What follows belongs to an exercise in optimizing a design on an open flow for a short achievable clock period and few clock cycles; a production flow would make more cautious choices.
At most, simulation tests tie the RTL to the original design; equivalence was not proved.
For run 1, only the layout was checked, not whether the RTL still works.
No activity file was given, so power comes from the tool's default toggle rates.

--- flow/design.v ---
package chip8_pkg;
  localparam int ADDR_W = 16;
  localparam int DATA_W = 8;
  localparam int REG_IDX_W = 4;
  typedef logic [ADDR_W-1:0] addr_t;
  typedef logic [DATA_W-1:0] byte_t;
  typedef logic [REG_IDX_W-1:0] reg_idx_t;
  localparam addr_t PC_RESET = 16'h0200;
  localparam int STACK_DEPTH = 8;
  localparam int FONT_STRIDE = 5;  
  localparam reg_idx_t VF_IDX = 4'hF;
  typedef enum logic [2:0] {
    FETCH,
    WAIT_IR,
    EXEC,
    XFER,
    KEYWAIT,
    HALT
  } state_e;
  typedef enum logic [3:0] {
    SYS, JP, CALL, SE_IMM, SNE_IMM, SE_REG, LD_IMM, ADD_IMM,
    ALU, SNE_REG, LD_I, JP_V0, RND, DRW, SKEY, MISC
  } opcode_e;
  typedef enum logic [1:0] {
    FETCH_IR,
    STORE_REGS,
    LOAD_REGS,
    STORE_BCD
  } xfer_e;
  function automatic byte_t bcd_digit(input byte_t value, input logic [1:0] pos);
    byte_t digit;
    case (pos)
      2'd0: digit = value / 8'd100;
      2'd1: digit = (value / 8'd10) % 8'd10;
      default: digit = value % 8'd10;
    endcase
    bcd_digit = digit;
  endfunction
endpackage
module chip8_keypad (
  input  logic                clk,
  input  logic                rst_i,
  input  logic [15:0]         key_matrix_i,
  output logic                release_o,
  output chip8_pkg::reg_idx_t key_idx_o
);
  logic any_down_q;
  always_ff @(posedge clk)
  begin
    if (rst_i)
    begin
      any_down_q <= 1'b0;
      release_o <= 1'b0;
    end
    else
    begin
      any_down_q <= |key_matrix_i;
      release_o <= any_down_q && (key_matrix_i == '0);  
    end
  end
  always_ff @(posedge clk)
  begin
    for (int k = 0; k < 16; k++)
    begin
      if (key_matrix_i[k])
        key_idx_o <= chip8_pkg::reg_idx_t'(k);
    end
  end
endmodule
module chip8_top (
  input  logic             clk,
  input  logic             rst_i,
  input  logic             vsync_i,
  input  logic [15:0]      key_matrix_i,
  input  chip8_pkg::byte_t ram_dout_i,
  output chip8_pkg::addr_t ram_addr_o,
  output chip8_pkg::byte_t ram_din_o,
  output logic             ram_we_o,
  output logic             beep_o,
  output logic             halted_o
);
  logic [15:0] addr_q;         
  logic        we_q;
  logic [7:0]  din_q;
  logic        i_hi_q;         
  logic        i_lo_q;         
  logic        i_ld_q;         
  logic        r_hi_q;
  logic        r_lo_q;         
  logic        r_ld_q;
  logic        m_st_q;         
  logic        m_bcd_q;        
  logic        m_ld_q;         
  logic        m_key_q;        
  logic        halted_q;
  logic [15:0] cnt_1h_q;       
  logic [15:0] ld_1h_q;        
  logic [15:0] ret_q;          
  logic [15:0] ret1_q;         
  logic        conf_q;         
  logic [7:0]  bcd_v_q;        
  logic [6:0]  bcd_r_q;        
  logic [7:0]  hi_q;
  logic [15:0] h_x1h_q;        
  logic        h_op0_q;        
  logic        h_jmp_q;        
  logic        h_call_q;       
  logic        h_se_q;         
  logic        h_sne_q;        
  logic        h_key_q;        
  logic        h_b_q;          
  logic        h_f_q;          
  logic [11:0] ex_nnn_q;
  logic [7:0]  ex_kk_q;
  logic [3:0]  ex_x_q;
  logic [15:0] ex_x1h_q;
  logic [7:0]  ex_vx_q;
  logic [7:0]  ex_vy_q;
  logic        ex_r_kk_q;      
  logic        ex_r_addk_q;    
  logic        ex_r_mov_q;     
  logic        ex_r_or_q;
  logic        ex_r_and_q;
  logic        ex_r_xor_q;
  logic        ex_r_add_q;     
  logic        ex_r_sub_q;     
  logic        ex_r_shr_q;     
  logic        ex_r_subn_q;    
  logic        ex_r_shl_q;     
  logic        ex_r_dt_q;      
  logic        ex_i_nnn_q;     
  logic        ex_i_add_q;     
  logic        ex_i_font_q;    
  logic        ex_i_step_q;    
  logic        ex_dt_q;        
  logic        ex_st_q;        
  logic        ex_seq_q;       
  logic        ex_sne_q;       
  logic        ex_b_q;         
  logic [7:0]  v_q [0:15];
  logic [15:0] i_q;
  logic [7:0]  dt_q;
  logic [7:0]  st_q;
  logic        vsync_q;
  logic        beep_q;
  logic [15:0] stack_q [0:7];
  logic [2:0]  sp_q;
  logic [15:0] key_q;
  logic        key_release;
  logic [3:0]  key_idx;
  chip8_keypad u_keypad (
    .clk          (clk),
    .rst_i        (rst_i),
    .key_matrix_i (key_matrix_i),
    .release_o    (key_release),
    .key_idx_o    (key_idx)
  );
  logic [127:0] v_flat;
  always_comb
    for (int k = 0; k < 16; k++)
      v_flat[8*k +: 8] = v_q[k];
  assign ram_addr_o = addr_q;
  assign ram_we_o = we_q;
  assign ram_din_o = din_q;
  assign halted_o = halted_q;
  assign beep_o = beep_q;
  function automatic logic [7:0] vsel(input logic [15:0] sel, input logic [127:0] v);
    logic [7:0] r;
    r = '0;
    for (int k = 0; k < 16; k++)
      r = r | (v[8*k +: 8] & {8{sel[k]}});
    vsel = r;
  endfunction
  function automatic logic [15:0] onehot(input logic [3:0] idx);
    onehot = 16'd1 << idx;
  endfunction
  logic [7:0] lo;
  logic       d_act;
  logic [7:0] d_vx;
  logic       d_keyhit;
  logic       d_ill;
  logic       d_skip;
  logic       lo_55, lo_33, lo_65, lo_0a;
  logic       d_store;         
  logic       d_load;
  logic       d_kwait;
  logic [2:0] sp_m1;
  logic [15:0] stack_top;
  assign lo = ram_dout_i;
  assign d_act = r_lo_q;
  assign d_vx = vsel(h_x1h_q, v_flat);
  assign d_keyhit = key_q[d_vx[3:0]];
  assign sp_m1 = sp_q - 3'd1;
  assign stack_top = stack_q[sp_m1];
  assign lo_55 = (lo == 8'h55);
  assign lo_33 = (lo == 8'h33);
  assign lo_65 = (lo == 8'h65);
  assign lo_0a = (lo == 8'h0A);
  assign d_store = d_act && h_f_q && (lo_55 || lo_33);
  assign d_load = d_act && h_f_q && lo_65;
  assign d_kwait = d_act && h_f_q && lo_0a;
  always_comb
  begin
    d_ill = 1'b0;
    case (hi_q[7:4])
      4'h0: d_ill = !(h_op0_q && lo == 8'hEE);
      4'h5, 4'h9: d_ill = (lo[3:0] != 4'h0);
      4'h8: d_ill = (lo[3:0] > 4'h7) && (lo[3:0] != 4'hE);
      4'hC, 4'hD: d_ill = 1'b1;
      4'hE: d_ill = !(lo == 8'h9E || lo == 8'hA1);
      4'hF:
        case (lo)
          8'h07, 8'h0A, 8'h15, 8'h18, 8'h1E, 8'h29, 8'h33, 8'h55, 8'h65: d_ill = 1'b0;
          default: d_ill = 1'b1;
        endcase
      default: ;
    endcase
  end
  assign d_skip = (h_se_q && d_vx == lo) || (h_sne_q && d_vx != lo) ||
                  (h_key_q && ((lo == 8'h9E && d_keyhit) || (lo == 8'hA1 && !d_keyhit)));
  function automatic logic [1:0] hundreds(input logic [7:0] v);
    hundreds = (v >= 8'd200) ? 2'd2 : (v >= 8'd100) ? 2'd1 : 2'd0;
  endfunction
  function automatic logic [3:0] tens(input logic [6:0] r);
    logic [3:0] t;
    t = 4'd0;
    for (int k = 1; k < 10; k++)
      if (r >= 7'(10 * k))
        t = 4'(k);
    tens = t;
  endfunction
  logic [6:0] bcd_r;
  logic [3:0] bcd_t;
  logic [3:0] bcd_o;
  assign bcd_r = 7'(bcd_v_q - 8'd100 * 8'(hundreds(bcd_v_q)));
  assign bcd_t = tens(bcd_r);
  assign bcd_o = 4'(bcd_r_q[3:0] - 4'(tens(bcd_r_q) * 4'd10));
  logic [8:0] e_sum;
  logic [8:0] e_sub;
  logic [8:0] e_subn;
  logic [7:0] e_res;
  logic       e_flag;
  logic       e_skip;
  assign e_sum = {1'b0, ex_vx_q} + {1'b0, ex_vy_q};
  assign e_sub = {1'b0, ex_vx_q} - {1'b0, ex_vy_q};
  assign e_subn = {1'b0, ex_vy_q} - {1'b0, ex_vx_q};
  assign e_skip = (ex_seq_q && ex_vx_q == ex_vy_q) || (ex_sne_q && ex_vx_q != ex_vy_q);
  assign e_res = ({8{ex_r_kk_q}} & ex_kk_q)
               | ({8{ex_r_addk_q}} & (ex_vx_q + ex_kk_q))
               | ({8{ex_r_mov_q}} & ex_vy_q)
               | ({8{ex_r_or_q}} & (ex_vx_q | ex_vy_q))
               | ({8{ex_r_and_q}} & (ex_vx_q & ex_vy_q))
               | ({8{ex_r_xor_q}} & (ex_vx_q ^ ex_vy_q))
               | ({8{ex_r_add_q}} & e_sum[7:0])
               | ({8{ex_r_sub_q}} & e_sub[7:0])
               | ({8{ex_r_shr_q}} & {1'b0, ex_vx_q[7:1]})
               | ({8{ex_r_subn_q}} & e_subn[7:0])
               | ({8{ex_r_shl_q}} & {ex_vx_q[6:0], 1'b0})
               | ({8{ex_r_dt_q}} & dt_q);
  assign e_flag = (ex_r_add_q && e_sum[8]) || (ex_r_sub_q && !e_sub[8]) ||
                  (ex_r_shr_q && ex_vx_q[0]) || (ex_r_subn_q && !e_subn[8]) ||
                  (ex_r_shl_q && ex_vx_q[7]);
  logic        m_fetch;
  logic        xfer_last;      
  logic        resume_hi;      
  logic [15:0] addr_inc;
  logic [15:0] addr_inc2;
  logic [15:0] cnt_1h_next;
  assign m_fetch = !(m_st_q || m_bcd_q || m_ld_q || m_key_q || halted_q);
  assign addr_inc = addr_q + 16'd1;
  assign addr_inc2 = addr_q + 16'd2;
  assign xfer_last = (m_st_q || m_ld_q) ? |(cnt_1h_q & ex_x1h_q) : cnt_1h_q[2];
  assign resume_hi = conf_q || (addr_q == ret_q);
  assign cnt_1h_next = {cnt_1h_q[14:0], 1'b0};
  always_ff @(posedge clk)
  begin
    if (rst_i)
    begin
      addr_q <= 16'h0200;
      we_q <= 1'b0;
      i_hi_q <= 1'b1;
      i_lo_q <= 1'b0;
      i_ld_q <= 1'b0;
      r_hi_q <= 1'b0;
      r_lo_q <= 1'b0;
      r_ld_q <= 1'b0;
      m_st_q <= 1'b0;
      m_bcd_q <= 1'b0;
      m_ld_q <= 1'b0;
      m_key_q <= 1'b0;
      halted_q <= 1'b0;
      sp_q <= '0;
    end
    else
    begin
      addr_q <= addr_inc;
      i_hi_q <= !i_hi_q;
      i_lo_q <= i_hi_q;
      i_ld_q <= 1'b0;
      r_hi_q <= i_hi_q;
      r_lo_q <= i_lo_q;
      r_ld_q <= i_ld_q;
      if (m_fetch)
      begin
        if (d_act)
        begin
          if (d_ill)
          begin
            halted_q <= 1'b1;
            i_hi_q <= 1'b0;
            i_lo_q <= 1'b0;
            r_hi_q <= 1'b0;
            r_lo_q <= 1'b0;
          end
          else if (h_op0_q)
          begin
            addr_q <= stack_top;
            r_hi_q <= 1'b0;
            i_hi_q <= 1'b1;
            i_lo_q <= 1'b0;
            sp_q <= sp_m1;
          end
          else if (h_jmp_q)
          begin
            addr_q <= {hi_q[3:0], lo};
            r_hi_q <= 1'b0;
            i_hi_q <= 1'b1;
            i_lo_q <= 1'b0;
            if (h_call_q)
              sp_q <= sp_q + 3'd1;
          end
          else if (h_b_q)
          begin
            r_hi_q <= 1'b0;
            i_hi_q <= 1'b0;
            i_lo_q <= 1'b0;
          end
          else if (d_skip)
          begin
            addr_q <= addr_inc2;
            r_hi_q <= 1'b0;
            i_hi_q <= 1'b1;
            i_lo_q <= 1'b0;
          end
          else if (d_store || d_load || d_kwait)
          begin
            addr_q <= i_q;
            we_q <= d_store;
            i_hi_q <= 1'b0;
            i_lo_q <= 1'b0;
            i_ld_q <= d_load;
            m_st_q <= d_store && lo_55;
            m_bcd_q <= d_store && lo_33;
            m_ld_q <= d_load;
            m_key_q <= d_kwait;
          end
        end
        else if (ex_b_q)
        begin
          addr_q <= 16'(ex_nnn_q) + 16'(v_q[0]);
          i_hi_q <= 1'b1;
          i_lo_q <= 1'b0;
        end
        else if (e_skip)
          r_lo_q <= 1'b0;          
      end
      else if (m_st_q || m_bcd_q || m_ld_q)
      begin
        i_hi_q <= 1'b0;
        i_lo_q <= 1'b0;
        i_ld_q <= m_ld_q;
        if (xfer_last)
        begin
          we_q <= 1'b0;
          m_st_q <= 1'b0;
          m_bcd_q <= 1'b0;
          m_ld_q <= 1'b0;
          i_ld_q <= 1'b0;
          if (!m_ld_q && resume_hi)
          begin
            addr_q <= ret_q;
            i_hi_q <= 1'b1;
          end
          else
          begin
            addr_q <= ret1_q;
            i_lo_q <= 1'b1;
          end
        end
      end
      else if (m_key_q)
      begin
        i_hi_q <= 1'b0;
        i_lo_q <= 1'b0;
        if (key_release)
        begin
          m_key_q <= 1'b0;
          addr_q <= ret1_q;
          i_lo_q <= 1'b1;
        end
      end
      else
      begin
        i_hi_q <= 1'b0;
        i_lo_q <= 1'b0;
      end
    end
  end
  always_ff @(posedge clk)
  begin
    if (r_hi_q)
    begin
      hi_q <= ram_dout_i;
      h_x1h_q <= onehot(ram_dout_i[3:0]);
      h_op0_q <= (ram_dout_i == 8'h00);
      h_jmp_q <= (ram_dout_i[7:4] == 4'h1) || (ram_dout_i[7:4] == 4'h2);
      h_call_q <= (ram_dout_i[7:4] == 4'h2);
      h_se_q <= (ram_dout_i[7:4] == 4'h3);
      h_sne_q <= (ram_dout_i[7:4] == 4'h4);
      h_key_q <= (ram_dout_i[7:4] == 4'hE);
      h_b_q <= (ram_dout_i[7:4] == 4'hB);
      h_f_q <= (ram_dout_i[7:4] == 4'hF);
    end
    if (d_act)
    begin
      ret_q <= addr_q;
      ret1_q <= addr_inc;
      bcd_v_q <= d_vx;
      ex_nnn_q <= {hi_q[3:0], lo};
      ex_kk_q <= lo;
      ex_x_q <= hi_q[3:0];
      ex_x1h_q <= h_x1h_q;
      ex_vx_q <= d_vx;
      ex_vy_q <= v_q[lo[7:4]];
    end
    if (d_act && h_call_q)
      stack_q[sp_q] <= addr_q;    
    ex_r_kk_q <= 1'b0;
    ex_r_addk_q <= 1'b0;
    ex_r_mov_q <= 1'b0;
    ex_r_or_q <= 1'b0;
    ex_r_and_q <= 1'b0;
    ex_r_xor_q <= 1'b0;
    ex_r_add_q <= 1'b0;
    ex_r_sub_q <= 1'b0;
    ex_r_shr_q <= 1'b0;
    ex_r_subn_q <= 1'b0;
    ex_r_shl_q <= 1'b0;
    ex_r_dt_q <= 1'b0;
    ex_i_nnn_q <= 1'b0;
    ex_i_add_q <= 1'b0;
    ex_i_font_q <= 1'b0;
    ex_i_step_q <= 1'b0;
    ex_dt_q <= 1'b0;
    ex_st_q <= 1'b0;
    ex_seq_q <= 1'b0;
    ex_sne_q <= 1'b0;
    ex_b_q <= 1'b0;
    if (d_act && !halted_q && !rst_i)
      case (hi_q[7:4])
        4'h5: ex_seq_q <= (lo[3:0] == 4'h0);
        4'h6: ex_r_kk_q <= 1'b1;
        4'h7: ex_r_addk_q <= 1'b1;
        4'h8:
          case (lo[3:0])
            4'h0: ex_r_mov_q <= 1'b1;
            4'h1: ex_r_or_q <= 1'b1;
            4'h2: ex_r_and_q <= 1'b1;
            4'h3: ex_r_xor_q <= 1'b1;
            4'h4: ex_r_add_q <= 1'b1;
            4'h5: ex_r_sub_q <= 1'b1;
            4'h6: ex_r_shr_q <= 1'b1;
            4'h7: ex_r_subn_q <= 1'b1;
            4'hE: ex_r_shl_q <= 1'b1;
            default: ;
          endcase
        4'h9: ex_sne_q <= (lo[3:0] == 4'h0);
        4'hA: ex_i_nnn_q <= 1'b1;
        4'hB: ex_b_q <= 1'b1;
        4'hF:
          case (lo)
            8'h07: ex_r_dt_q <= 1'b1;
            8'h15: ex_dt_q <= 1'b1;
            8'h18: ex_st_q <= 1'b1;
            8'h1E: ex_i_add_q <= 1'b1;
            8'h29: ex_i_font_q <= 1'b1;
            8'h55, 8'h65: ex_i_step_q <= 1'b1;
            default: ;
          endcase
        default: ;
      endcase
    conf_q <= d_act ? 1'b0 : (conf_q || (we_q && addr_q == ret_q));
    cnt_1h_q <= d_act ? 16'd1 : cnt_1h_next;
    ld_1h_q <= cnt_1h_q;
    bcd_r_q <= bcd_r;
    if (d_act)
      din_q <= (h_f_q && lo_33) ? {6'd0, hundreds(d_vx)} : v_q[0];
    else if (m_bcd_q)
      din_q <= cnt_1h_q[0] ? {4'd0, bcd_t} : {4'd0, bcd_o};
    else
      din_q <= vsel(cnt_1h_next, v_flat);
  end
  logic        ex_wen;
  logic        ex_vf;
  logic        tick;
  logic [7:0]  st_next;
  logic        key_wr;
  assign ex_wen = ex_r_kk_q || ex_r_addk_q || ex_r_mov_q || ex_r_or_q || ex_r_and_q ||
                  ex_r_xor_q || ex_r_add_q || ex_r_sub_q || ex_r_shr_q || ex_r_subn_q ||
                  ex_r_shl_q || ex_r_dt_q;
  assign ex_vf = ex_r_add_q || ex_r_sub_q || ex_r_shr_q || ex_r_subn_q || ex_r_shl_q;
  assign key_wr = m_key_q && key_release;
  assign tick = vsync_i && !vsync_q;
  always_comb
  begin
    st_next = st_q;
    if (ex_st_q)
      st_next = ex_vx_q;
    else if (tick && st_q != 8'd0)
      st_next = st_q - 8'd1;
  end
  always_ff @(posedge clk)
  begin
    if (rst_i)
    begin
      for (int k = 0; k < 16; k++)
        v_q[k] <= '0;
      i_q <= '0;
      dt_q <= '0;
      st_q <= '0;
      vsync_q <= 1'b0;
      beep_q <= 1'b0;
    end
    else
    begin
      vsync_q <= vsync_i;
      for (int k = 0; k < 16; k++)
        if (r_ld_q && ld_1h_q[k])
          v_q[k] <= ram_dout_i;
        else if (k == 15 && ex_vf)
          v_q[k] <= {7'd0, e_flag};
        else if (ex_wen && ex_x1h_q[k])
          v_q[k] <= e_res;
        else if (key_wr && ex_x1h_q[k])
          v_q[k] <= {4'h0, key_idx};
      if (ex_i_nnn_q)
        i_q <= {4'h0, ex_nnn_q};
      else if (ex_i_add_q)
        i_q <= i_q + 16'(ex_vx_q);
      else if (ex_i_font_q)
        i_q <= 16'(ex_vx_q) + {6'd0, ex_vx_q, 2'b00};
      else if (ex_i_step_q)
        i_q <= i_q + 16'(ex_x_q) + 16'd1;
      if (ex_dt_q)
        dt_q <= ex_vx_q;
      else if (tick && dt_q != 8'd0)
        dt_q <= dt_q - 8'd1;
      st_q <= st_next;
      beep_q <= (st_next != 8'd0);
    end
  end
  always_ff @(posedge clk)
    key_q <= key_matrix_i;
endmodule
--- flow/flow/run.sh ---
#!/bin/bash
# Standard layout, with the setup repair aiming further below the clock period.
export SETUP_SLACK_MARGIN=7.5
bash standard.sh > standard.log 2>&1
--- flow/standard.sh ---
#!/bin/bash
# synth_recipe.tcl (not shown) runs the flow's synth.tcl, then flattens the netlist and writes it again
# the make line also repeats each setting of config.mk as NAME=value (left out here)
make -C /OpenROAD-flow-scripts/flow DESIGN_CONFIG=/design/flow/config.mk WORK_HOME=/design/flow/orfs CLKGATE_MAP_FILE= SYNTH_SCRIPT=/design/flow/synth_recipe.tcl "${@:-finish}"
--- flow/config.mk ---
export PLATFORM = sky130hd
export DESIGN_NAME = chip8_top
export DESIGN_NICKNAME = chip8_top
export VERILOG_FILES = /design/flow/design.v
export SDC_FILE = /design/flow/constraint.sdc
export NUM_CORES = 4
export LEC_CHECK = 0
export ABC_CLOCK_PERIOD_IN_PS = 10
export CAP_MARGIN = 20
export CORE_MARGIN = 2
export CORE_UTILIZATION = 40
export SLEW_MARGIN = 20
--- flow/constraint.sdc ---
create_clock -name core_clock -period 10.0 [get_ports {clk}]
set_input_delay 2.0000 -clock core_clock [delete_from_list [all_inputs] [get_ports {clk}]]
set_output_delay 2.0000 -clock core_clock [all_outputs]
set_load 0.01 [all_outputs]
==> out/summary.txt, run 1 <==
Status - timing/DRC/antenna clean
First-pass GRT wire length - 203.0 mm
Count of cell types in the netlist - 84
Arr. time, crit path - 4620 ps
Clk slew on worst S/H paths - 70 ps
Sequential element share of the synthesized area - 44.81%
WS Path Type - input pin to flop
Htree depth - 2
Later-pin clock latency in the skew report - 680 ps
Setup crit end kind - flop
Fraction of layout cells with a size suffix above 1 - 38.21%
Final #Nets - 3443
Total die area - 73400 µm²
CTS tree - built
LEAKAGE - 14.75 nW
Syn nets - 3100
Layout filler cell count - 5813
CTS Hold Bufs - 0
Worst Max-Slew Pin Slew - 1196 ps
CP Cell Sequence - buf_12, buf_12, or4_4, or3_4, nand3_4, a211oi_4, nor4_4, buf_6, and2b_2, nand3_4, inv_4, a41oi_4, or3_1, a21oi_1
Synth top area cells - edfxtp_1, dfxtp_1, nor2_1
Die Y - 270.9 µm
# port buffers - 53
Worst EP required - 10620 ps
MaxCap Viol Count - 0
Internal power - 4.144 mW
Detail Placement HPWL - 87.33 mm
GRT Residual Overflow - 0
Post-route ant nets - 0
Most frequent cells in the layout - nor2_1, buf_4, dfxtp_1
DR WL/cell - 33.44 µm
Synthesis-stage register bit count - 520
Crit path largest cell delay - 510 ps
Post-synth EDFFs - 236
Final hold vios - 0
Setup violators final - 0
Period minus WS final - 4000 ps
Yosys warnings - 3
DRC - 0
Drt initial violations - 4379
Clock power share - 38.0%
Crit path max-delay family - simple AND/OR/NAND/NOR gates
Largest area contributor in the netlist - edfxtp_1
Vias in the first global route - 27990
Slowest cell on the critical path - or4_4
Post-DP Area - 30820 µm²
Setup tns final - 0 ps
Clk buf depth - 3
Crit-path max FO - 7
CP Launch Type - input pin
CTS buffer count - 58
Total GRT Usage - 37.89%
Commonest non-fill, non-tap cell in the layout - nor2_1
Comb pwr share - 21.2%
Syn Inst Count - 2986
Starting Density - 40.56%
Largest net degree at the start of global routing - 75
Core Area - 70270 µm²
Final Skew - 35.07 ps
Sw frac - 30.77%
Main synth FF type - dfxtp_1
Highest clock rate - 0.2500 GHz
Type of the most critical hold path - flop to flop
Async set-or-reset flop fraction in the synthesized netlist - 0%
WP buf/inv - 4
RSZ-0062 raised after global routing - yes
Rel. slew slack - 20.18%
Pwr/cell area - 148.5 nW/µm²
Period Utilization, post-route - 40.00%
Synthesized area per cell - 9.545 µm²
Finished layout cell area - 40300 µm²
Area growth, synth to finish - 41.40%
Mapped Area - 28500 µm²
Drt via density - 6.709
Initial antenna violation count - 2
First-pass detailed-route iteration total - 9
DIE WIDTH - 270.9 µm
Total Routed Length - 144.5 mm
Flop pwr share - 40.8%
Yosys top cell area share - 24.87%
IO Pins - 54
Final count of pins violating max slew - 0
Switching power - 1.842 mW
Clk sinks - 520
Routed via count - 28980
Std cell rows - 97
Peak supply drop - 152.4 µV
Routability cong. - 1.011
Root Buffer Master - clkbuf_16
[Yosys cell counts, drive strengths merged (17+ instances only)]
cell type,instances
xnor2,89
a221oi,118
xor2,25
and2,45
a211oi,93
o21ai,110
a31oi,18
a32oi,28
o31ai,23
ha,77
nand2,206
dfxtp,284
or2,24
o22ai,26
nor4,22
nand2b,17
a222oi,23
a22o,43
mux2i,50
a21oi,185
clkbuf,201
inv,108
nor2,346
nor3,52
buf,40
nand3,63
mux4,34
nor2b,42
edfxtp,236
nand4,25
a22oi,134
[final cells by class]
cell class	instances	area [µm²]	share of cell area (%)
sequential	520	12850	31.89
inverter	109	469.2	1.164
multi-input combinational	2116	17860	44.33
antenna	1	2.502	0.006209
tap	940	1176	2.918
timing repair buffer	524	5927	14.71
clock buffer	68	1509	3.744
clock inverter	42	499.2	1.239
[registers in the layout, summed over array words and instances, names as in the netlist, 12 cells and up]
| register | count |
|---|---|
| cnt_1h_q | 16 |
| i_q | 16 |
| stack_q | 128 |
| ex_x1h_q | 16 |
| ret_q | 16 |
| ret1_q | 16 |
| addr_q | 16 |
| ld_1h_q | 16 |
| ex_nnn_q | 12 |
| h_x1h_q | 16 |
| v_q | 128 |
| key_q | 16 |
[timing repair]
action,CTS,global route
cloned,28,2
gates resized for setup,778,245
pin swaps,283,199
buffers inserted,289,77
endpoints found under the setup margin,412,318
[power groups by stage]
| stage | sequential, mW | clock, mW | combinational, mW |
|---|---|---|---|
| after floorplan | 2.43 | 0 | 0.597 |
| after global placement | 2.50 | 0 | 0.782 |
| after detailed placement | 2.50 | 0 | 0.796 |
| after CTS | 2.43 | 2.29 | 1.15 |
| after global routing | 2.45 | 2.37 | 1.33 |
| final | 2.44 | 2.28 | 1.27 |
[cells by family after synthesis]
group | share of synthesized area (%)
compound gates | 23.07
xor+xnor | 3.503
fa+ha+maj | 4.153
buf+inv | 4.926
flops | 44.81
mux | 4.930
simple gates | 14.61
[worst register-to-register path: cells and delay by family, from the launching register on]
kind	cells	cell delay (ps)
AOI/OAI and AO/OA	5	1000
muxes	1	340
xor gates and xnor gates	1	100
buffers and inverters	3	590
DFF	1	570
and+or+nand+nor	4	1230
[worst paths after layout]
path	slack, ps	endpoint	cells past startpoint	start
setup / recovery	6000	m_st_q	14	ram_dout_i[7]
hold / removal	430	ld_1h_q[15]	0	cnt_1h_q[15]
setup reg to reg	6070	addr_q[7]	14	h_x1h_q[14]
hold reg to reg	430	ld_1h_q[15]	0	cnt_1h_q[15]
[stage by stage]
step	hold WS (ps)	utilization, %	total power [mW]	cells	setup WS (ps)
final	432.9	57.35	5.986	4320	6000
after global routing	424.6	57.35	6.150	4319	5930
after CTS	419.7	54.95	5.867	4240	6055
after detailed placement	400.1	43.86	3.294	3813	4229
after global placement	398.4	43.86	3.278	3813	4361
after floorplan	329.0	-	3.030	2986	5375
[per-layer routing]
| layer | wire length, µm | vias up | track usage, % | part of all wire, % |
|---|---|---|---|---|
| met5 | 17 | - | 0.06579 | 0.012 |
| met4 | 12750 | 2 | 26.87 | 8.8 |
| met3 | 15630 | 705 | 9.346 | 11 |
| met2 | 63990 | 2053 | 59.17 | 44 |
| met1 | 52090 | 14270 | 45.74 | 36 |
| li1 | - | 11950 | - | - |
==> run 2, diff against run 1 <==
--- a/flow/design.v
+++ b/flow/design.v
@@ -67,6 +67,43 @@
     end
   end
 endmodule
+module chip8_dsel (
+  input  logic [7:0]  lo,          
+  input  logic [3:0]  hi_x,        
+  input  logic        d_act,       
+  input  logic        h_se,
+  input  logic        h_sne,
+  input  logic        h_key,
+  input  logic        h_f,
+  input  logic        h_jmp,
+  input  logic [7:0]  d_vx,
+  input  logic        d_keyhit,
+  input  logic        pred_en,     
+  input  logic [15:0] a_early,     
+  input  logic [15:0] i_val,
+  input  logic [15:0] addr_inc2,
+  input  logic [15:0] stack_top,
+  output logic [15:0] addr_next,
+  output logic        skip,
+  output logic        xfer,
+  output logic        pred
+);
+  logic lo_cond;
+  assign skip = d_act && ((h_se && d_vx == lo) || (h_sne && d_vx != lo) ||
+                          (h_key && ((lo == 8'h9E && d_keyhit) || (lo == 8'hA1 && !d_keyhit))));
+  assign xfer = d_act && h_f && (lo == 8'h55 || lo == 8'h33 || lo == 8'h65 || lo == 8'h0A);
+  assign pred = pred_en && (lo == 8'h00);
+  assign lo_cond = skip || xfer;    
+  always_comb
+    if (lo_cond)
+      addr_next = h_f ? i_val : addr_inc2;
+    else if (pred)
+      addr_next = stack_top;
+    else if (d_act && h_jmp)
+      addr_next = {hi_x, lo};
+    else
+      addr_next = a_early;
+endmodule
 module chip8_top (
   input  logic             clk,
   input  logic             rst_i,
@@ -103,6 +140,7 @@
   logic [7:0]  hi_q;
   logic [15:0] h_x1h_q;        
   logic        h_op0_q;        
+  logic        h_pred_q;       
   logic        h_jmp_q;        
   logic        h_call_q;       
   logic        h_se_q;         
@@ -261,17 +299,74 @@
                   (ex_r_shr_q && ex_vx_q[0]) || (ex_r_subn_q && !e_subn[8]) ||
                   (ex_r_shl_q && ex_vx_q[7]);
   logic        m_fetch;
+  logic        m_xfer;         
   logic        xfer_last;      
   logic        resume_hi;      
+  logic        key_go;         
   logic [15:0] addr_inc;
   logic [15:0] addr_inc2;
   logic [15:0] cnt_1h_next;
-  assign m_fetch = !(m_st_q || m_bcd_q || m_ld_q || m_key_q || halted_q);
+  logic [15:0] b_target;
+  logic        s_halt;         
+  logic        s_ret;          
+  logic        s_jmp;          
+  logic        s_b;            
+  logic        s_skip;         
+  logic        s_xfer;         
+  logic        s_pred;          
+  logic        s_bt;           
+  logic        s_redir;        
+  logic        s_seq;          
+  assign m_xfer = m_st_q || m_bcd_q || m_ld_q;
+  assign m_fetch = !(m_xfer || m_key_q || halted_q);
   assign addr_inc = addr_q + 16'd1;
   assign addr_inc2 = addr_q + 16'd2;
   assign xfer_last = (m_st_q || m_ld_q) ? |(cnt_1h_q & ex_x1h_q) : cnt_1h_q[2];
-  assign resume_hi = conf_q || (addr_q == ret_q);
+  assign resume_hi = !m_ld_q && (conf_q || (addr_q == ret_q));
   assign cnt_1h_next = {cnt_1h_q[14:0], 1'b0};
+  assign b_target = 16'(ex_nnn_q) + 16'(v_q[0]);
+  assign key_go = m_key_q && key_release;
+  assign s_halt = d_act && d_ill;
+  assign s_ret = d_act && h_op0_q && !h_pred_q;
+  assign s_jmp = d_act && h_jmp_q;
+  assign s_b = d_act && h_b_q;
+  assign s_bt = ex_b_q;
+  assign s_redir = s_ret || s_jmp || s_skip || s_bt;
+  logic [15:0] a_early;
+  logic [15:0] addr_next;
+  always_comb
+    if (m_xfer)
+      a_early = !xfer_last ? addr_inc : resume_hi ? ret_q : ret1_q;
+    else if (m_key_q)
+      a_early = ret1_q;
+    else if (s_ret)
+      a_early = stack_top;
+    else if (s_bt)
+      a_early = b_target;
+    else
+      a_early = addr_inc;
+  chip8_dsel u_dsel (
+    .lo        (lo),
+    .hi_x      (hi_q[3:0]),
+    .d_act     (d_act),
+    .h_se      (h_se_q),
+    .h_sne     (h_sne_q),
+    .h_key     (h_key_q),
+    .h_f       (h_f_q),
+    .h_jmp     (h_jmp_q),
+    .d_vx      (d_vx),
+    .d_keyhit  (d_keyhit),
+    .pred_en   (r_hi_q && m_fetch && !e_skip),
+    .a_early   (a_early),
+    .i_val     (i_q),
+    .addr_inc2 (addr_inc2),
+    .stack_top (stack_top),
+    .addr_next (addr_next),
+    .skip      (s_skip),
+    .xfer      (s_xfer),
+    .pred      (s_pred)
+  );
+  assign s_seq = !(s_redir || s_b || s_xfer);
   always_ff @(posedge clk)
   begin
     if (rst_i)
@@ -291,120 +386,62 @@
       halted_q <= 1'b0;
       sp_q <= '0;
     end
-    else
+    else if (m_fetch)
     begin
-      addr_q <= addr_inc;
-      i_hi_q <= !i_hi_q;
-      i_lo_q <= i_hi_q;
-      i_ld_q <= 1'b0;
-      r_hi_q <= i_hi_q;
-      r_lo_q <= i_lo_q;
+      addr_q <= addr_next;
+      i_hi_q <= s_redir || (s_seq && !i_hi_q);
+      i_lo_q <= s_seq && i_hi_q;
+      i_ld_q <= s_xfer && lo_65;
+      r_hi_q <= i_hi_q && !(s_redir || s_b);
+      r_lo_q <= i_lo_q && !e_skip;    
+      r_ld_q <= 1'b0;
+      we_q <= s_xfer && (lo_55 || lo_33);
+      m_st_q <= s_xfer && lo_55;
+      m_bcd_q <= s_xfer && lo_33;
+      m_ld_q <= s_xfer && lo_65;
+      m_key_q <= s_xfer && lo_0a;
+      halted_q <= s_halt;
+      if (s_ret || (d_act && h_op0_q))
+        sp_q <= sp_m1;
+      else if (s_jmp && h_call_q)
+        sp_q <= sp_q + 3'd1;
+    end
+    else if (m_xfer)
+    begin
+      addr_q <= addr_next;
+      i_hi_q <= xfer_last && resume_hi;
+      i_lo_q <= xfer_last && !resume_hi;
+      i_ld_q <= m_ld_q && !xfer_last;
+      r_hi_q <= 1'b0;
+      r_lo_q <= 1'b0;
       r_ld_q <= i_ld_q;
-      if (m_fetch)
-      begin
-        if (d_act)
-        begin
-          if (d_ill)
-          begin
-            halted_q <= 1'b1;
-            i_hi_q <= 1'b0;
-            i_lo_q <= 1'b0;
-            r_hi_q <= 1'b0;
-            r_lo_q <= 1'b0;
-          end
-          else if (h_op0_q)
-          begin
-            addr_q <= stack_top;
-            r_hi_q <= 1'b0;
-            i_hi_q <= 1'b1;
-            i_lo_q <= 1'b0;
-            sp_q <= sp_m1;
-          end
-          else if (h_jmp_q)
-          begin
-            addr_q <= {hi_q[3:0], lo};
-            r_hi_q <= 1'b0;
-            i_hi_q <= 1'b1;
-            i_lo_q <= 1'b0;
-            if (h_call_q)
-              sp_q <= sp_q + 3'd1;
-          end
-          else if (h_b_q)
-          begin
-            r_hi_q <= 1'b0;
-            i_hi_q <= 1'b0;
-            i_lo_q <= 1'b0;
-          end
-          else if (d_skip)
-          begin
-            addr_q <= addr_inc2;
-            r_hi_q <= 1'b0;
-            i_hi_q <= 1'b1;
-            i_lo_q <= 1'b0;
-          end
-          else if (d_store || d_load || d_kwait)
-          begin
-            addr_q <= i_q;
-            we_q <= d_store;
-            i_hi_q <= 1'b0;
-            i_lo_q <= 1'b0;
-            i_ld_q <= d_load;
-            m_st_q <= d_store && lo_55;
-            m_bcd_q <= d_store && lo_33;
-            m_ld_q <= d_load;
-            m_key_q <= d_kwait;
-          end
-        end
-        else if (ex_b_q)
-        begin
-          addr_q <= 16'(ex_nnn_q) + 16'(v_q[0]);
-          i_hi_q <= 1'b1;
-          i_lo_q <= 1'b0;
-        end
-        else if (e_skip)
-          r_lo_q <= 1'b0;          
-      end
-      else if (m_st_q || m_bcd_q || m_ld_q)
+      if (xfer_last)
       begin
-        i_hi_q <= 1'b0;
-        i_lo_q <= 1'b0;
-        i_ld_q <= m_ld_q;
-        if (xfer_last)
-        begin
-          we_q <= 1'b0;
-          m_st_q <= 1'b0;
-          m_bcd_q <= 1'b0;
-          m_ld_q <= 1'b0;
-          i_ld_q <= 1'b0;
-          if (!m_ld_q && resume_hi)
-          begin
-            addr_q <= ret_q;
-            i_hi_q <= 1'b1;
-          end
-          else
-          begin
-            addr_q <= ret1_q;
-            i_lo_q <= 1'b1;
-          end
-        end
-      end
-      else if (m_key_q)
-      begin
-        i_hi_q <= 1'b0;
-        i_lo_q <= 1'b0;
-        if (key_release)
-        begin
-          m_key_q <= 1'b0;
-          addr_q <= ret1_q;
-          i_lo_q <= 1'b1;
-        end
-      end
-      else
-      begin
-        i_hi_q <= 1'b0;
-        i_lo_q <= 1'b0;
+        we_q <= 1'b0;
+        m_st_q <= 1'b0;
+        m_bcd_q <= 1'b0;
+        m_ld_q <= 1'b0;
       end
     end
+    else if (m_key_q)
+    begin
+      addr_q <= addr_next;
+      i_hi_q <= 1'b0;
+      i_lo_q <= key_go;
+      r_hi_q <= 1'b0;
+      r_lo_q <= 1'b0;
+      r_ld_q <= 1'b0;
+      if (key_go)
+        m_key_q <= 1'b0;
+    end
+    else
+    begin
+      i_hi_q <= 1'b0;
+      i_lo_q <= 1'b0;
+      r_hi_q <= 1'b0;
+      r_lo_q <= 1'b0;
+      r_ld_q <= 1'b0;
+    end
   end
   always_ff @(posedge clk)
   begin
@@ -413,6 +450,7 @@
       hi_q <= ram_dout_i;
       h_x1h_q <= onehot(ram_dout_i[3:0]);
       h_op0_q <= (ram_dout_i == 8'h00);
+      h_pred_q <= s_pred;
       h_jmp_q <= (ram_dout_i[7:4] == 4'h1) || (ram_dout_i[7:4] == 4'h2);
       h_call_q <= (ram_dout_i[7:4] == 4'h2);
       h_se_q <= (ram_dout_i[7:4] == 4'h3);
@@ -556,7 +594,7 @@
       else if (tick && dt_q != 8'd0)
         dt_q <= dt_q - 8'd1;
       st_q <= st_next;
-      beep_q <= (st_next != 8'd0);
+      beep_q <= ex_st_q ? (ex_vx_q != 8'd0) : tick ? (st_q > 8'd1) : (st_q != 8'd0);
     end
   end
   always_ff @(posedge clk)
--- a/flow/config.mk
+++ b/flow/config.mk
@@ -8,5 +8,5 @@
 export ABC_CLOCK_PERIOD_IN_PS = 10
 export CAP_MARGIN = 20
 export CORE_MARGIN = 2
-export CORE_UTILIZATION = 40
+export CORE_UTILIZATION = 30
 export SLEW_MARGIN = 20
==> run 2 against run 1 <==
Clock skew fell by 5.6 ps. Largest cell class unchanged. Non-clock buffer count fell by 15. Sequential cell count rose by 1. Highest routed layer unchanged. Critical path type unchanged. Sequential share of layout area rose by 0.13 points. Die area rose by 34%.
==> out/summary.txt, run 2 <==
Setup violators final - 0
Yosys top cell area share - 24.79%
Starting Density - 30.26%
Yosys warnings - 4
Status - timing/DRC/antenna clean
Largest net degree at the start of global routing - 78
Drt via density - 6.148
Crit path largest cell delay - 290 ps
Final hold vios - 0
Syn Inst Count - 3014
Detail Placement HPWL - 77.16 mm
Worst hold slack - 451.1 ps
Post-route ant nets - 0
Area growth, synth to finish - 40.17%
Vias in the first global route - 26790
Async set-or-reset flop fraction in the synthesized netlist - 0%
Hold Path End - ld_1h_q[15]
Total die area - 98180 µm²
Clk buf depth - 3
Total Routed Length - 130.1 mm
Mapped Area - 28710 µm²
Drt initial violations - 4274
CP Cell Sequence - buf_8, buf_12, clkinvlp_4, buf_4, xnor2_1, nand4_1, nor2_2, mux2i_2, nand4_4, buf_6, o21ai_4, buf_4, a2111oi_4, nor4_1
Peak supply drop - 119.5 µV
MaxCap Viol Count - 0
Root Buffer Master - clkbuf_16
Synthesized area per cell - 9.524 µm²
PnR worst setup slack - 6192 ps
Reg2reg start - h_x1h_q[10]
CTS tree - built
Htree depth - 2
Rel. slew slack - 18.52%
Post-synth EDFFs - 237
Total GRT Usage - 25.10%
Setup tns final - 0 ps
Count of cell types in the netlist - 85
Final Skew - 29.47 ps
Period Utilization, post-route - 38.08%
Synth top area cells - edfxtp_1, dfxtp_1, nor2_1
Worst Max-Slew Pin Slew - 1221 ps
Crit path max-delay family - buffers and inverters
Period minus WS final - 3808 ps
Worst EP required - 10540 ps
XOR/XNOR Fraction of Synth Area - 3.478%
First-pass detailed-route iteration total - 13
Final #Nets - 3461
Main synth FF type - dfxtp_1
Later-pin clock latency in the skew report - 660 ps
Dpl ws - 4429 ps
# port buffers - 53
Biggest regs - stack_q: 128 flops, v_q: 128 flops
LEAKAGE - 14.58 nW
RSZ-0062 raised after global routing - yes
Crit-path max FO - 7
Fraction of layout cells with a size suffix above 1 - 36.35%
GRT Residual Overflow - 0
Most frequent cells in the layout - nor2_1, buf_4, dfxtp_1
Setup crit end kind - flop
First-pass GRT wire length - 184.3 mm
WP buf/inv - 6
Worst R2R Setup Slack - 6210 ps
CP Launch Type - input pin
Highest clock rate - 0.2626 GHz
Top-count cell post-synth - nor2_1
Synthesis-stage register bit count - 521
Simple-gate share of the synthesized area - 14.69%
Synth Area in Compound Gates - 23.08%
Arr. time, crit path - 4340 ps
Initial antenna violation count - 6
Syn nets - 3129
Largest family of logic cells by synthesized area - compound AO/OA/AOI/OAI gates
Multi-input logic area - 17850 µm²
DIE WIDTH - 313.3 µm
Hold Path Stages - 0
Final core occ - 42.41%
Register Area - 12880 µm²
Type of the most critical hold path - flop to flop
Layout filler cell count - 8687
Sequential element share of the synthesized area - 44.60%
CTS buffer count - 59
Clk sinks - 521
WS Path Type - input pin to flop
Die Y - 313.3 µm
R2R cell count - 13
Largest area contributor in the netlist - edfxtp_1
Core Area - 94870 µm²
Std cell rows - 113
Slowest cell on the critical path - mux2i_2
Final count of pins violating max slew - 0
Clk slew on worst S/H paths - 60 ps
Commonest non-fill, non-tap cell in the layout - nor2_1
Pwr/cell area - 150.3 nW/µm²
Hold Startpoint - cnt_1h_q[15]
Most frequent cells after synthesis - nor2_1, dfxtp_1, edfxtp_1, clkbuf_1
Reg2reg end - addr_q[3]
Adder-Cell Fraction of Synth Area - 4.132%
DRC - 0
IO Pins - 54
Routability cong. - 1.021
DR WL/cell - 27.89 µm
Mux cell area share after synthesis - 5.161%
Routed via count - 28680
Most used cell, CP - buf_4
==> run 2: metrics by stage <==
step | power (mW) | std cells | instance area, µm²
after global routing | 6.223 | 4662 | 40230
after CTS | 5.938 | 4559 | 38510
after floorplan | 3.107 | 3014 | 30800
after global placement | 3.374 | 4141 | 31420
after detailed placement | 3.379 | 4141 | 31420
final | 6.047 | 4664 | 40240
==> run 2: what timing repair did <==
action                     4_1_cts  5_1_grt
setup endpoints to repair      415      249
setup buffers                  286       98
pin swaps                      234      128
gates resized for setup        697      211
gates cloned                    22        3
hold buffers                     0        0
==> run 2: worst max path at each step <==
stage | startpoint | to | depth (start not counted)
2_1_floorplan | ram_dout_i[3] | addr_q[7] | 13
3_5_place_dp | ram_dout_i[0] | addr_q[8] | 11
6_report | ram_dout_i[7] | addr_q[3] | 14
5_1_grt | ram_dout_i[1] | addr_q[7] | 14
3_3_place_gp | ram_dout_i[7] | addr_q[11] | 11
4_1_cts | ram_dout_i[1] | addr_q[8] | 12
==> run 2: power breakdown <==
group | switching, mW | total [mW] | internal (mW) | leakage [nW]
logic | 0.699 | 1.26 | 0.562 | 9.06
registers | 0.148 | 2.49 | 2.35 | 4.53
clock network | 0.952 | 2.29 | 1.34 | 0.989
==> run 2: metal layers <==
metal | track usage, % | share of wire (%)
met5 | 0 | 0.12
met4 | 15.07 | 7.5
met3 | 8.840 | 13
met2 | 36.46 | 42
met1 | 31.97 | 38
==> run 2: layout make-up <==
type	instances	share of cell area, %
multi-input cells	2151	44.36
clock buffers	78	4.095
inverters	102	1.063
well taps	1265	3.934
diodes	4	0.02488
clock inverters	32	0.9080
flip-flops and latches	521	32.02
repair inverters	2	0.04975
repair buffers	509	13.55
==> run 2: logic make-up after synthesis <==
logic type,Yosys count
AO/OA/AOI/OAI,932
AND/OR/NAND/NOR,908
flip-flops,521
buffers and inverters,348
XOR/XNOR,114
multiplexers,102
adder cells (fa/ha/maj),89
Testbench counts of run 2, summed over its fixed seeds: cycles 207,694.
==> run 3, diff against run 2 <==
--- a/flow/design.v
+++ b/flow/design.v
@@ -75,7 +75,7 @@
   input  logic        h_sne,
   input  logic        h_key,
   input  logic        h_f,
-  input  logic        h_jmp,
+  input  logic        jmp,         
   input  logic [7:0]  d_vx,
   input  logic        d_keyhit,
   input  logic        pred_en,     
@@ -99,7 +99,7 @@
       addr_next = h_f ? i_val : addr_inc2;
     else if (pred)
       addr_next = stack_top;
-    else if (d_act && h_jmp)
+    else if (jmp)
       addr_next = {hi_x, lo};
     else
       addr_next = a_early;
@@ -135,8 +135,21 @@
   logic [15:0] ret_q;          
   logic [15:0] ret1_q;         
   logic        conf_q;         
-  logic [7:0]  bcd_v_q;        
   logic [6:0]  bcd_r_q;        
+  logic [3:0]  bcd_o_q;        
+  logic [15:0] hi_addr_q;      
+  logic [15:0] lo_addr_q;      
+  logic [15:0] seq2_q;         
+  logic [1:0]  btb_v_q;
+  logic [15:0] btb_tag_q [0:1];
+  logic [11:0] btb_tgt_q [0:1];
+  logic        btb_ptr_q;
+  logic        bp_q;           
+  logic [11:0] bpt_q;          
+  logic        ex_bp_q;        
+  logic        fix_q;
+  logic [15:0] fix_tgt_q;
+  logic [11:0] ex_bpt_q;
   logic [7:0]  hi_q;
   logic [15:0] h_x1h_q;        
   logic        h_op0_q;        
@@ -209,11 +222,50 @@
       r = r | (v[8*k +: 8] & {8{sel[k]}});
     vsel = r;
   endfunction
+  function automatic logic [8:0] add8(input logic [7:0] a, input logic [7:0] b, input logic cin);
+    logic [7:0] p;
+    logic [7:0] gg;
+    logic [7:0] pp;
+    logic [8:0] c;
+    p = a ^ b;
+    gg = a & b;
+    gg[0] = gg[0] | (p[0] & cin);
+    pp = p;
+    pp[0] = 1'b0;
+    for (int d = 1; d < 8; d = d * 2)
+      for (int i = 7; i >= d; i--)
+      begin
+        gg[i] = gg[i] | (pp[i] & gg[i-d]);
+        pp[i] = pp[i] & pp[i-d];
+      end
+    c = {gg, cin};
+    add8 = {c[8], p ^ c[7:0]};
+  endfunction
+  function automatic logic [15:0] add16(input logic [15:0] a, input logic [15:0] b, input logic cin);
+    logic [15:0] p;
+    logic [15:0] gg;
+    logic [15:0] pp;
+    logic [16:0] c;
+    p = a ^ b;
+    gg = a & b;
+    gg[0] = gg[0] | (p[0] & cin);
+    pp = p;
+    pp[0] = 1'b0;
+    for (int d = 1; d < 16; d = d * 2)
+      for (int i = 15; i >= d; i--)
+      begin
+        gg[i] = gg[i] | (pp[i] & gg[i-d]);
+        pp[i] = pp[i] & pp[i-d];
+      end
+    c = {gg, cin};
+    add16 = p ^ c[15:0];
+  endfunction
   function automatic logic [15:0] onehot(input logic [3:0] idx);
     onehot = 16'd1 << idx;
   endfunction
   logic [7:0] lo;
   logic       d_act;
+  logic       d_replay;
   logic [7:0] d_vx;
   logic       d_keyhit;
   logic       d_ill;
@@ -225,7 +277,8 @@
   logic [2:0] sp_m1;
   logic [15:0] stack_top;
   assign lo = ram_dout_i;
-  assign d_act = r_lo_q;
+  assign d_act = r_lo_q && (!bp_q || h_jmp_q);
+  assign d_replay = r_lo_q && bp_q && !h_jmp_q;
   assign d_vx = vsel(h_x1h_q, v_flat);
   assign d_keyhit = key_q[d_vx[3:0]];
   assign sp_m1 = sp_q - 3'd1;
@@ -267,24 +320,24 @@
         t = 4'(k);
     tens = t;
   endfunction
-  logic [6:0] bcd_r;
   logic [3:0] bcd_t;
   logic [3:0] bcd_o;
-  assign bcd_r = 7'(bcd_v_q - 8'd100 * 8'(hundreds(bcd_v_q)));
-  assign bcd_t = tens(bcd_r);
-  assign bcd_o = 4'(bcd_r_q[3:0] - 4'(tens(bcd_r_q) * 4'd10));
+  assign bcd_t = tens(bcd_r_q);
+  assign bcd_o = 4'(bcd_r_q[3:0] - 4'(bcd_t * 4'd10));
   logic [8:0] e_sum;
   logic [8:0] e_sub;
   logic [8:0] e_subn;
+  logic [8:0] e_addk;
   logic [7:0] e_res;
   logic       e_flag;
   logic       e_skip;
-  assign e_sum = {1'b0, ex_vx_q} + {1'b0, ex_vy_q};
-  assign e_sub = {1'b0, ex_vx_q} - {1'b0, ex_vy_q};
-  assign e_subn = {1'b0, ex_vy_q} - {1'b0, ex_vx_q};
+  assign e_sum = add8(ex_vx_q, ex_vy_q, 1'b0);
+  assign e_sub = add8(ex_vx_q, ~ex_vy_q, 1'b1);
+  assign e_subn = add8(ex_vy_q, ~ex_vx_q, 1'b1);
+  assign e_addk = add8(ex_vx_q, ex_kk_q, 1'b0);
   assign e_skip = (ex_seq_q && ex_vx_q == ex_vy_q) || (ex_sne_q && ex_vx_q != ex_vy_q);
   assign e_res = ({8{ex_r_kk_q}} & ex_kk_q)
-               | ({8{ex_r_addk_q}} & (ex_vx_q + ex_kk_q))
+               | ({8{ex_r_addk_q}} & e_addk[7:0])
                | ({8{ex_r_mov_q}} & ex_vy_q)
                | ({8{ex_r_or_q}} & (ex_vx_q | ex_vy_q))
                | ({8{ex_r_and_q}} & (ex_vx_q & ex_vy_q))
@@ -295,8 +348,8 @@
                | ({8{ex_r_subn_q}} & e_subn[7:0])
                | ({8{ex_r_shl_q}} & {ex_vx_q[6:0], 1'b0})
                | ({8{ex_r_dt_q}} & dt_q);
-  assign e_flag = (ex_r_add_q && e_sum[8]) || (ex_r_sub_q && !e_sub[8]) ||
-                  (ex_r_shr_q && ex_vx_q[0]) || (ex_r_subn_q && !e_subn[8]) ||
+  assign e_flag = (ex_r_add_q && e_sum[8]) || (ex_r_sub_q && e_sub[8]) ||
+                  (ex_r_shr_q && ex_vx_q[0]) || (ex_r_subn_q && e_subn[8]) ||
                   (ex_r_shl_q && ex_vx_q[7]);
   logic        m_fetch;
   logic        m_xfer;         
@@ -319,19 +372,27 @@
   logic        s_seq;          
   assign m_xfer = m_st_q || m_bcd_q || m_ld_q;
   assign m_fetch = !(m_xfer || m_key_q || halted_q);
-  assign addr_inc = addr_q + 16'd1;
-  assign addr_inc2 = addr_q + 16'd2;
+  assign addr_inc = add16(addr_q, 16'd0, 1'b1);
+  assign addr_inc2 = add16(addr_q, 16'd1, 1'b1);
   assign xfer_last = (m_st_q || m_ld_q) ? |(cnt_1h_q & ex_x1h_q) : cnt_1h_q[2];
   assign resume_hi = !m_ld_q && (conf_q || (addr_q == ret_q));
   assign cnt_1h_next = {cnt_1h_q[14:0], 1'b0};
-  assign b_target = 16'(ex_nnn_q) + 16'(v_q[0]);
+  assign b_target = add16(16'(ex_nnn_q), 16'(v_q[0]), 1'b0);
   assign key_go = m_key_q && key_release;
   assign s_halt = d_act && d_ill;
   assign s_ret = d_act && h_op0_q && !h_pred_q;
-  assign s_jmp = d_act && h_jmp_q;
+  assign s_jmp = d_act && h_jmp_q && !bp_q;
   assign s_b = d_act && h_b_q;
   assign s_bt = ex_b_q;
-  assign s_redir = s_ret || s_jmp || s_skip || s_bt;
+  assign s_redir = s_ret || s_jmp || s_skip || s_bt || d_replay || e_mis || fix_q;
+  logic        btb_hit0;
+  logic        btb_hit1;
+  logic        s_bp;
+  logic        e_mis;
+  assign btb_hit0 = btb_v_q[0] && (addr_q == btb_tag_q[0]);
+  assign btb_hit1 = btb_v_q[1] && (addr_q == btb_tag_q[1]);
+  assign s_bp = i_lo_q && (btb_hit0 || btb_hit1);
+  assign e_mis = ex_bp_q && (ex_nnn_q != ex_bpt_q);
   logic [15:0] a_early;
   logic [15:0] addr_next;
   always_comb
@@ -343,6 +404,14 @@
       a_early = stack_top;
     else if (s_bt)
       a_early = b_target;
+    else if (d_replay)
+      a_early = hi_addr_q;
+    else if (fix_q)
+      a_early = fix_tgt_q;
+    else if (e_mis)
+      a_early = {4'h0, ex_nnn_q};
+    else if (s_bp)
+      a_early = {4'h0, btb_hit0 ? btb_tgt_q[0] : btb_tgt_q[1]};
     else
       a_early = addr_inc;
   chip8_dsel u_dsel (
@@ -353,10 +422,10 @@
     .h_sne     (h_sne_q),
     .h_key     (h_key_q),
     .h_f       (h_f_q),
-    .h_jmp     (h_jmp_q),
+    .jmp       (s_jmp),
     .d_vx      (d_vx),
     .d_keyhit  (d_keyhit),
-    .pred_en   (r_hi_q && m_fetch && !e_skip),
+    .pred_en   (r_hi_q && m_fetch),
     .a_early   (a_early),
     .i_val     (i_q),
     .addr_inc2 (addr_inc2),
@@ -385,6 +454,7 @@
       m_key_q <= 1'b0;
       halted_q <= 1'b0;
       sp_q <= '0;
+      fix_q <= 1'b0;
     end
     else if (m_fetch)
     begin
@@ -393,7 +463,7 @@
       i_lo_q <= s_seq && i_hi_q;
       i_ld_q <= s_xfer && lo_65;
       r_hi_q <= i_hi_q && !(s_redir || s_b);
-      r_lo_q <= i_lo_q && !e_skip;    
+      r_lo_q <= i_lo_q && !e_skip && !e_mis;    
       r_ld_q <= 1'b0;
       we_q <= s_xfer && (lo_55 || lo_33);
       m_st_q <= s_xfer && lo_55;
@@ -401,9 +471,10 @@
       m_ld_q <= s_xfer && lo_65;
       m_key_q <= s_xfer && lo_0a;
       halted_q <= s_halt;
+      fix_q <= (e_skip || e_mis) && (s_pred || s_bp);
       if (s_ret || (d_act && h_op0_q))
         sp_q <= sp_m1;
-      else if (s_jmp && h_call_q)
+      else if (d_act && h_call_q)
         sp_q <= sp_q + 3'd1;
     end
     else if (m_xfer)
@@ -436,6 +507,7 @@
     end
     else
     begin
+      addr_q <= addr_next;
       i_hi_q <= 1'b0;
       i_lo_q <= 1'b0;
       r_hi_q <= 1'b0;
@@ -445,6 +517,24 @@
   end
   always_ff @(posedge clk)
   begin
+    if (rst_i || d_replay || e_mis)
+    begin
+      btb_v_q <= 2'b00;
+      btb_ptr_q <= 1'b0;
+    end
+    else if (s_jmp)
+    begin
+      btb_v_q[btb_ptr_q] <= 1'b1;
+      btb_ptr_q <= !btb_ptr_q;
+    end
+    if (s_jmp)
+    begin
+      btb_tag_q[btb_ptr_q] <= lo_addr_q;
+      btb_tgt_q[btb_ptr_q] <= {hi_q[3:0], lo};
+    end
+  end
+  always_ff @(posedge clk)
+  begin
     if (r_hi_q)
     begin
       hi_q <= ram_dout_i;
@@ -463,7 +553,7 @@
     begin
       ret_q <= addr_q;
       ret1_q <= addr_inc;
-      bcd_v_q <= d_vx;
+      bcd_r_q <= 7'(d_vx - 8'd100 * 8'(hundreds(d_vx)));
       ex_nnn_q <= {hi_q[3:0], lo};
       ex_kk_q <= lo;
       ex_x_q <= hi_q[3:0];
@@ -472,7 +562,7 @@
       ex_vy_q <= v_q[lo[7:4]];
     end
     if (d_act && h_call_q)
-      stack_q[sp_q] <= addr_q;    
+      stack_q[sp_q] <= seq2_q;    
     ex_r_kk_q <= 1'b0;
     ex_r_addk_q <= 1'b0;
     ex_r_mov_q <= 1'b0;
@@ -494,6 +584,18 @@
     ex_seq_q <= 1'b0;
     ex_sne_q <= 1'b0;
     ex_b_q <= 1'b0;
+    ex_bp_q <= 1'b0;
+    ex_bpt_q <= bpt_q;
+    bp_q <= m_fetch && s_bp && !s_pred;
+    fix_tgt_q <= e_mis ? {4'h0, ex_nnn_q} : addr_inc;
+    bpt_q <= btb_hit0 ? btb_tgt_q[0] : btb_tgt_q[1];
+    if (i_hi_q)
+      hi_addr_q <= addr_q;
+    if (i_lo_q)
+    begin
+      lo_addr_q <= addr_q;
+      seq2_q <= addr_inc;
+    end
     if (d_act && !halted_q && !rst_i)
       case (hi_q[7:4])
         4'h5: ex_seq_q <= (lo[3:0] == 4'h0);
@@ -514,6 +616,7 @@
           endcase
         4'h9: ex_sne_q <= (lo[3:0] == 4'h0);
         4'hA: ex_i_nnn_q <= 1'b1;
+        4'h1, 4'h2: ex_bp_q <= bp_q;
         4'hB: ex_b_q <= 1'b1;
         4'hF:
           case (lo)
@@ -530,11 +633,11 @@
     conf_q <= d_act ? 1'b0 : (conf_q || (we_q && addr_q == ret_q));
     cnt_1h_q <= d_act ? 16'd1 : cnt_1h_next;
     ld_1h_q <= cnt_1h_q;
-    bcd_r_q <= bcd_r;
+    bcd_o_q <= bcd_o;
     if (d_act)
       din_q <= (h_f_q && lo_33) ? {6'd0, hundreds(d_vx)} : v_q[0];
     else if (m_bcd_q)
-      din_q <= cnt_1h_q[0] ? {4'd0, bcd_t} : {4'd0, bcd_o};
+      din_q <= cnt_1h_q[0] ? {4'd0, bcd_t} : {4'd0, bcd_o_q};
     else
       din_q <= vsel(cnt_1h_next, v_flat);
   end
@@ -584,11 +687,11 @@
       if (ex_i_nnn_q)
         i_q <= {4'h0, ex_nnn_q};
       else if (ex_i_add_q)
-        i_q <= i_q + 16'(ex_vx_q);
+        i_q <= add16(i_q, 16'(ex_vx_q), 1'b0);
       else if (ex_i_font_q)
-        i_q <= 16'(ex_vx_q) + {6'd0, ex_vx_q, 2'b00};
+        i_q <= add16(16'(ex_vx_q), {6'd0, ex_vx_q, 2'b00}, 1'b0);
       else if (ex_i_step_q)
-        i_q <= i_q + 16'(ex_x_q) + 16'd1;
+        i_q <= add16(i_q, 16'(ex_x_q), 1'b1);
       if (ex_dt_q)
         dt_q <= ex_vx_q;
       else if (tick && dt_q != 8'd0)
--- a/flow/config.mk
+++ b/flow/config.mk
@@ -5,8 +5,10 @@
 export SDC_FILE = /design/flow/constraint.sdc
 export NUM_CORES = 4
 export LEC_CHECK = 0
+export ABC_AREA = 1
 export ABC_CLOCK_PERIOD_IN_PS = 10
 export CAP_MARGIN = 20
 export CORE_MARGIN = 2
 export CORE_UTILIZATION = 30
+export PLACE_DENSITY = 0.4
 export SLEW_MARGIN = 20
==> run 3 against run 2 <==
Critical path depth down 12. Global-route usage is 3.0 points higher. Clock skew is 1.2 ps lower. Non-clock buffer count rose by 59. Total power is 36% higher. Clock power rose by 39%. Still clean on timing, DRC and antenna. Critical endpoint is now ram_addr_o[0]. Core utilization is essentially flat. Synthesized cell count rose by 46%. Sequential share of layout area up 2.5 points. Register-to-register slack gained 660 ps.
==> out/summary.txt, run 3 <==
Peak supply drop - 125.7 µV
XOR/XNOR Fraction of Synth Area - 2.267%
Total GRT Usage - 28.07%
Syn nets - 4520
Clk sinks - 673
Initial antenna violation count - 3
Drt initial violations - 2873
First-pass GRT wire length - 244.8 mm
Root Buffer Master - clkbuf_16
Yosys top cell area share - 29.55%
Period minus WS final - 3254 ps
Area growth, synth to finish - 40.19%
Commonest non-fill, non-tap cell in the layout - nand2_1
R2R cell count - 18
Synth Area in Compound Gates - 15.19%
Post-synth EDFFs - 346
Detail Placement HPWL - 111.9 mm
Total power draw - 8.248 mW
Routability cong. - 0.9789
Rel. slew slack - 23.31%
Top-count cell post-synth - nand2_1
Placed Cells - 5891
Setup crit end kind - output port
Worst R2R Setup Slack - 6870 ps
Worst Max-Slew Pin Slew - 1150 ps
Hold Startpoint - bpt_q[9]
Setup violators final - 0
Status - timing/DRC/antenna clean
Synthesis-stage register bit count - 673
CP Launch Type - flop
CP startpoint - addr_q[0]
Clk slew on worst S/H paths - 60 ps
Total Routed Length - 175.9 mm
Hold Path Stages - 0
Drt via density - 5.312
Crit path largest cell delay - 330 ps
First-pass detailed-route iteration total - 6
Later-pin clock latency in the skew report - 680 ps
DIE WIDTH - 346.4 µm
# port buffers - 53
Pwr/cell area - 167.3 nW/µm²
Slowest cell on the critical path - dfxtp_2
Adder-Cell Fraction of Synth Area - 3.345%
Multi-input logic area - 19200 µm²
Final Skew - 28.29 ps
Worst EP required - 8000 ps
Yosys warnings - 4
Type of the most critical hold path - flop to flop
Register Area - 17040 µm²
Syn Inst Count - 4405
Mapped Area - 35160 µm²
Crit-path max FO - 2
Synth top area cells - edfxtp_1, dfxtp_1, nand2_1
PnR worst setup slack - 6746 ps
Htree depth - 3
Period Utilization, post-route - 32.54%
LEAKAGE - 19.35 nW
Highest clock rate - 0.3073 GHz
Finished layout cell area - 49290 µm²
Mux cell area share after synthesis - 0.1281%
RSZ-0062 raised after global routing - yes
Fraction of layout cells with a size suffix above 1 - 29.29%
Reg2reg start - h_x1h_q[3]
CTS tree - built
CP Cell Sequence - buf_12, buf_6
Synthesized area per cell - 7.982 µm²
Std cell rows - 125
WS Path Type - flop to output port
Final hold vios - 0
Worst hold slack - 324.2 ps
Largest area contributor in the netlist - edfxtp_1
Most frequent cells in the layout - nand2_1, edfxtp_1, inv_1
Clk buf depth - 3
GRT Residual Overflow - 0
Starting Density - 30.26%
CTS Hold Bufs - 0
Final count of pins violating max slew - 0
Vias in the first global route - 33450
Core Area - 116200 µm²
Die Y - 346.4 µm
Dpl ws - 5460 ps
Final #Nets - 5031
Post-Layout Cell Count - 6514
IO Pins - 54
Biggest regs - stack_q: 128 flops, v_q: 128 flops, btb_tag_q: 32 flops
Largest net degree at the start of global routing - 67
Sequential element share of the synthesized area - 48.17%
DRC - 0
Most frequent cells after synthesis - nand2_1, inv_1, nor2_1, edfxtp_1, dfxtp_1
Total die area - 120000 µm²
Routed via count - 34600
MaxCap Viol Count - 0
Setup tns final - 0 ps
Main synth FF type - edfxtp_1
Arr. time, crit path - 1250 ps
CTS buffer count - 84
Simple-gate share of the synthesized area - 23.70%
Post-route ant nets - 0
Count of cell types in the netlist - 71
DR WL/cell - 27.00 µm
Largest family of logic cells by synthesized area - simple AND/OR/NAND/NOR gates
Async set-or-reset flop fraction in the synthesized netlist - 0%
Layout filler cell count - 11610
Post-DP Area - 37910 µm²
Final core occ - 42.42%
-- run 3: changes by cell type in the layout (fill, tap and decap cells not counted), moves of 53 or more --
cell / delta
a211oi_1: -65
a221oi_2: -56
a22oi_1: -56
a31oi_1: +132
edfxtp_1: +109
inv_1: +252
nand2_1: +1000
nand2_2: +97
nand3_1: +60
nor2_4: +53
o211ai_1: +68
o21ai_0: +103
-- run 3: power by group --
| part | leakage [nW] | internal (mW) | switching, mW |
|---|---|---|---|
| Clock | 1.40 | 1.87 | 1.31 |
| Sequential | 5.90 | 3.13 | 0.191 |
| Combinational | 12.1 | 0.660 | 1.09 |
| Total | 19.4 | 5.65 | 2.59 |
-- run 3: final cells by class --
class / count / area share (%)
Antenna cell: 2 / 0.01015
Multi-Input combinational cell: 3103 / 38.95
Clock inverter: 48 / 1.074
Inverter: 482 / 4.335
Timing Repair Buffer: 568 / 12.37
Sequential cell: 673 / 34.56
Timing Repair inverter: 4 / 0.1041
Clock buffer: 110 / 4.731
Tap cell: 1524 / 3.868
-- run 3: worst paths after layout --
check	endpoint
setup / recovery	ram_addr_o[0]
setup reg to reg	bcd_r_q[6]
hold reg to reg	ex_bpt_q[9]
hold / removal	ex_bpt_q[9]
-- run 3: critical path: cells and delay by family (launching register included) --
kind	cells	cell delay, ps
flops	1	330
buf+inv	2	250
-- run 3: cells by family after synthesis --
family,after synthesis
and+or+nand+nor,2054
AOI/OAI and AO/OA,860
DFF,673
buffers and inverters,635
xor gates and xnor gates,91
adders and majority gates,88
muxes,4
-- run 3: per-layer routing --
layer,GRT usage [%],share of wire [%],routed length [µm]
met1,34.53,40,70830
met2,46.70,47,82060
met3,4.120,6.0,10500
met4,16.44,7.1,12480
met5,0,0.0074,13
-- run 3: timing repair --
| action | in CTS | in global routing |
|---|---|---|
| endpoints found under the hold margin | 0 | 0 |
| setup endpoints to repair | 437 | 276 |
| buffers inserted | 333 | 102 |
| gates cloned | 23 | 5 |
| pin swaps | 182 | 231 |
| resized for setup | 825 | 503 |
Testbench counts of run 3, summed over its fixed seeds: cycles 204,337.

[separate check: timing with driven ports]
How much do the figures lean on ideal ports? The routed layouts below were timed once more, with nothing changed but the port constraints.
Step 1 sets driving cells, clkbuf_16 on the clock port and buf_2 on the other inputs (assumed; they add their load-dependent delay and slew).
Step 2 moves the port delays by t, midway between the first and last clock arrival at a register: inputs arrive t later, outputs are due t later. That takes back most of the time a late clock gives input paths.
Three values: no drivers, after step 1, after step 2; two values: the first two.
run	t (ns)	setup WS [ns]	worst setup path at the end	worst register clock-pin slew, ns
run 1	0.726	6.000 / 5.907 / 5.180	input to register	0.07 / 0.07
run 2	0.708	6.192 / 6.050 / 5.342	input to register	0.07 / 0.07
run 3	0.732	6.746 / 6.676 / 6.114	input to register	0.07 / 0.07
After both steps every run listed still meets setup and hold. The setup slack of run 2, which loses most, moves by -0.142 ns with the drivers and by -0.850 ns with both steps.
